Context: an optimization exercise on an open-source flow, tuned for a short achievable clock period and few clock cycles. The choices shown serve that exercise and are no tape-out recipe. In this exercise RTL edits were held to simulation tests only and were not proved equivalent to the original.

==> run a <==
Design pipelineTop, start of the top module:
module pipelineTop (
	input logic CLK,
	input logic RSTB,
	input logic imemWrite,
	input logic [5:0] imemAddr,
	input logic [31:0] imemData,
	input logic run,
	output logic wbWrite,
	output logic [3:0] wbDst,
	output logic [15:0] wbData
);
Settings: LEC_CHECK=0, CAP_MARGIN=20, CORE_MARGIN=2, CORE_UTILIZATION=60, CTS_CLUSTER_DIAMETER=100, CTS_CLUSTER_SIZE=24, HOLD_SLACK_MARGIN=0.05, SETUP_SLACK_MARGIN=2.0, SLEW_MARGIN=20; clock period 3.6 ns.
standard.sh (not shown) runs the stock make flow with config.mk's settings and CLKGATE_MAP_FILE= SYNTH_SCRIPT=/design/flow/synth_recipe.tcl, a recipe that flattens the netlist after the stock synthesis.
==> flow/flow/run.sh <==
#!/bin/bash
# The standard layout, except that after placement each flip-flop that
# drives an output port is moved next to that port's buffer (see
# pull_outputs.tcl). Each tool's output goes to its own log here.
set -euo pipefail
R=orfs/results/$FLOW_PLATFORM/pipelineTop/base
bash standard.sh place > standard_place.log 2>&1
ODB_IN=$R/3_place.odb ODB_OUT=$R/3_place.odb \
	openroad -no_init -exit flow/pull_outputs.tcl > pull_outputs.log 2>&1
bash standard.sh > standard_finish.log 2>&1
==> flow/flow/pull_outputs.tcl <==
# Move each flip-flop that drives an output port, through the port's
# buffer, next to that buffer, then legalize the placement. The pair is
# then left as it is by later repairs: a larger port buffer would only
# load the flip-flop more.
read_db $::env(ODB_IN)
set block [ord::get_db_block]
set moved 0
foreach bterm [$block getBTerms] {
  if {[$bterm getIoType] != "OUTPUT"} { continue }
  set net [$bterm getNet]
  set buf ""
  foreach it [$net getITerms] {
    if {[$it isOutputSignal]} { set buf [$it getInst] }
  }
  if {$buf == ""} { continue }
  set innet ""
  foreach it [$buf getITerms] {
    if {[$it isInputSignal]} { set innet [$it getNet] }
  }
  if {$innet == ""} { continue }
  set ff ""
  foreach it [$innet getITerms] {
    if {[$it isOutputSignal]} { set ff [$it getInst] }
  }
  if {$ff == ""} { continue }
  if {![[$ff getMaster] isSequential]} { continue }
  set bl [$buf getLocation]
  $ff setLocation [lindex $bl 0] [lindex $bl 1]
  $ff setDoNotTouch 1
  $buf setDoNotTouch 1
  incr moved
  puts "moved [$ff getName] next to [$buf getName] for [$bterm getName]"
}
puts "moved $moved flip-flops"
detailed_placement
check_placement -verbose
write_db $::env(ODB_OUT)
==> inputs of run b, as changes to run a <==
--- a/flow/design.v
+++ b/flow/design.v
@@ -36,17 +36,19 @@
 	input logic xValid,
 	input pipePkg::regIdT xDst,
 	input logic xSub,
 	input logic xAdd,
 	output logic fValid,
 	output pipePkg::opT fOp,
 	output pipePkg::regMaskT fSrc1h,
 	output logic fMatch1,
-	output logic fMatch2,
+	output logic fFromB,
+	output logic fFromX,
+	output logic fFromF,
 	output logic [3:0][1:0] fNumAdd,
 	output logic [3:0][1:0] fNumSub
 );
 	localparam int N = pipePkg::IMEM_DEPTH;
 	localparam int K = pipePkg::SKIP_WINDOW;
 	logic [N-1:0] valid;
 	logic [N-1:0][pipePkg::OP_WIDTH-1:0] mem;
 	pipePkg::opT newOp;
@@ -215,86 +217,81 @@
 	always_ff @(posedge CLK)
 	begin
 		grpOp <= grpWord;
 		if (reload)
 			grpOp[0] <= preWord;
 		fOp <= word;
 		fSrc1h <= pipePkg::regMaskT'(1) << word.src;
 		fMatch1 <= match1;
-		fMatch2 <= match2;
+		fFromB <= match1 ? fMatch1 : match2;
+		fFromX <= match1 && !fMatch1;
+		fFromF <= !match1 && !match2;
 		fNumAdd[0] <= 2'(word.add);
 		fNumAdd[1] <= 2'(word.add) + 2'(fOp.add);
 		fNumAdd[2] <= 2'(word.add) + 2'(xAdd);
 		fNumAdd[3] <= 2'(word.add) + 2'(fOp.add) + 2'(xAdd);
 		fNumSub[0] <= 2'(word.sub);
 		fNumSub[1] <= 2'(word.sub) + 2'(fOp.sub);
 		fNumSub[2] <= 2'(word.sub) + 2'(xSub);
 		fNumSub[3] <= 2'(word.sub) + 2'(fOp.sub) + 2'(xSub);
 	end
 endmodule
 `timescale 1ns/1ns
 module decodeStage (
 	input logic fMatch1,
-	input logic fMatch2,
+	input logic fFromB,
+	input logic fFromX,
+	input logic fFromF,
 	input pipePkg::regMaskT fSrc1h,
 	input logic [3:0][1:0] fNumAdd,
 	input logic [3:0][1:0] fNumSub,
-	input logic xChain,
 	input pipePkg::regMaskT xSrc1h,
 	input pipePkg::regMaskT bSrc1h,
 	input logic [pipePkg::REG_COUNT-1:0][pipePkg::DATA_WIDTH-1:0] regs,
 	output pipePkg::dataT operand,
 	output logic [1:0] numAdd,
 	output logic [1:0] numSub
 );
-	logic fromB;
-	logic fromX;
-	logic fromF;
 	pipePkg::dataT readB;
 	pipePkg::dataT readX;
 	pipePkg::dataT readF;
 	always_comb
 	begin
 		readB = '0;
 		readX = '0;
 		readF = '0;
 		for (int r = 0; r < pipePkg::REG_COUNT; r++)
 		begin
 			readB |= regs[r] & {pipePkg::DATA_WIDTH{bSrc1h[r]}};
 			readX |= regs[r] & {pipePkg::DATA_WIDTH{xSrc1h[r]}};
 			readF |= regs[r] & {pipePkg::DATA_WIDTH{fSrc1h[r]}};
 		end
 	end
-	assign fromB = fMatch1 ? xChain : fMatch2;
-	assign fromX = fMatch1 && !xChain;
-	assign fromF = !fMatch1 && !fMatch2;
-	assign operand = (readB & {pipePkg::DATA_WIDTH{fromB}})
-		| (readX & {pipePkg::DATA_WIDTH{fromX}})
-		| (readF & {pipePkg::DATA_WIDTH{fromF}});
-	assign numAdd = fNumAdd[{fromB, fMatch1}];
-	assign numSub = fNumSub[{fromB, fMatch1}];
+	assign operand = (readB & {pipePkg::DATA_WIDTH{fFromB}})
+		| (readX & {pipePkg::DATA_WIDTH{fFromX}})
+		| (readF & {pipePkg::DATA_WIDTH{fFromF}});
+	assign numAdd = fNumAdd[{fFromB, fMatch1}];
+	assign numSub = fNumSub[{fFromB, fMatch1}];
 endmodule
 `timescale 1ns/1ns
 module ex1Stage (
 	input logic CLK,
 	input logic RSTB,
 	input logic fValid,
 	input pipePkg::opT fOp,
-	input logic fMatch1,
 	input pipePkg::regMaskT fSrc1h,
 	input pipePkg::dataT operand,
 	input logic [1:0] numAdd,
 	input logic [1:0] numSub,
 	output logic xValid,
 	output logic xSub,
 	output logic xAdd,
 	output pipePkg::regMaskT xSrc1h,
 	output pipePkg::regIdT xDst,
-	output logic xChain,
 	output pipePkg::dataT xOperand,
 	output logic [4:0] xConst
 );
 	logic [4:0] chainConst;
 	always_comb
 	begin
 		case ({numAdd, numSub})
 			4'h0: chainConst = 5'd0;
@@ -323,17 +320,16 @@
 			xValid <= fValid;
 	end
 	always_ff @(posedge CLK)
 	begin
 		xSub <= fOp.sub;
 		xAdd <= fOp.add;
 		xSrc1h <= fSrc1h;
 		xDst <= fOp.dst;
-		xChain <= fMatch1;
 		xOperand <= operand;
 		xConst <= chainConst;
 	end
 endmodule
 `timescale 1ns/1ns
 module ex2Stage (
 	input logic CLK,
 	input logic RSTB,
@@ -434,28 +430,29 @@
 	output logic wbWrite,
 	output logic [3:0] wbDst,
 	output logic [15:0] wbData
 );
 	logic fValid;
 	pipePkg::opT fOp;
 	pipePkg::regMaskT fSrc1h;
 	logic fMatch1;
-	logic fMatch2;
+	logic fFromB;
+	logic fFromX;
+	logic fFromF;
 	logic [3:0][1:0] fNumAdd;
 	logic [3:0][1:0] fNumSub;
 	pipePkg::dataT operand;
 	logic [1:0] numAdd;
 	logic [1:0] numSub;
 	logic xValid;
 	logic xSub;
 	logic xAdd;
 	pipePkg::regMaskT xSrc1h;
 	pipePkg::regIdT xDst;
-	logic xChain;
 	pipePkg::dataT xOperand;
 	logic [4:0] xConst;
 	pipePkg::regMaskT bSrc1h;
 	logic [pipePkg::REG_COUNT-1:0][pipePkg::DATA_WIDTH-1:0] regs;
 	fetchStage i_fetchStage (
 		.CLK(CLK),
 		.RSTB(RSTB),
 		.imemWrite(imemWrite),
@@ -465,50 +462,51 @@
 		.xValid(xValid),
 		.xDst(xDst),
 		.xSub(xSub),
 		.xAdd(xAdd),
 		.fValid(fValid),
 		.fOp(fOp),
 		.fSrc1h(fSrc1h),
 		.fMatch1(fMatch1),
-		.fMatch2(fMatch2),
+		.fFromB(fFromB),
+		.fFromX(fFromX),
+		.fFromF(fFromF),
 		.fNumAdd(fNumAdd),
 		.fNumSub(fNumSub)
 	);
 	decodeStage i_decodeStage (
 		.fMatch1(fMatch1),
-		.fMatch2(fMatch2),
+		.fFromB(fFromB),
+		.fFromX(fFromX),
+		.fFromF(fFromF),
 		.fSrc1h(fSrc1h),
 		.fNumAdd(fNumAdd),
 		.fNumSub(fNumSub),
-		.xChain(xChain),
 		.xSrc1h(xSrc1h),
 		.bSrc1h(bSrc1h),
 		.regs(regs),
 		.operand(operand),
 		.numAdd(numAdd),
 		.numSub(numSub)
 	);
 	ex1Stage i_ex1Stage (
 		.CLK(CLK),
 		.RSTB(RSTB),
 		.fValid(fValid),
 		.fOp(fOp),
-		.fMatch1(fMatch1),
 		.fSrc1h(fSrc1h),
 		.operand(operand),
 		.numAdd(numAdd),
 		.numSub(numSub),
 		.xValid(xValid),
 		.xSub(xSub),
 		.xAdd(xAdd),
 		.xSrc1h(xSrc1h),
 		.xDst(xDst),
-		.xChain(xChain),
 		.xOperand(xOperand),
 		.xConst(xConst)
 	);
 	ex2Stage i_ex2Stage (
 		.CLK(CLK),
 		.RSTB(RSTB),
 		.xValid(xValid),
 		.xSrc1h(xSrc1h),
==> flow/run.sh (new file) <==
#!/bin/bash
# synth_recipe.tcl (not shown) runs the flow's synth.tcl, then flattens the netlist and writes it again
# the make line also repeats each setting of config.mk as NAME=value (left out here)
make -C /OpenROAD-flow-scripts/flow DESIGN_CONFIG=/design/flow/config.mk WORK_HOME=/design/flow/orfs CLKGATE_MAP_FILE= SYNTH_SCRIPT=/design/flow/synth_recipe.tcl finish
removed: flow/flow/run.sh
removed: flow/flow/pull_outputs.tcl
removed: flow/standard.sh
==> notes <==
Run a stopped in clock tree synthesis (4_1_cts) on ODB-0370. Run b finished clean.
Against run b, the synthesized cell count of run a is smaller by 0.51%.
Between run b and run a, the lower area after synthesis is in run b (gap 0.43%, measured against run a).
Testbench counts of run a, summed over its fixed seeds: cycles 6,241.
Testbench counts of run b, summed over its fixed seeds: cycles 6,241.

static timing again, ports no longer ideal:
No port has a modelled driver above. Below, the same layout with a new extraction and two added sets of constraints.
Step 1 sets driving cells, clkbuf_16 on the clock port and buf_2 on the other inputs (assumed; they add their load-dependent delay and slew).
Step 2 moves the port delays by t, midway between the first and last clock arrival at a register: inputs arrive t later, outputs are due t later. That takes back most of the time a late clock gives input paths.
Three values: ideal, step 1, step 2; two values: the first two.
run: run b
t, ns: 0.715
slack for setup (ns): 1.681 / 1.607 / 1.239
hold slack, ns: 0.364 / 0.364 / 0.364
latest minus earliest clock arrival (ns): 0.028 / 0.028
worst slew at a driven data input, ns: 0.08
After both steps setup and hold are still met in run b. For run b, drivers alone change the setup slack by -0.074 ns; drivers and shift together by -0.442 ns.
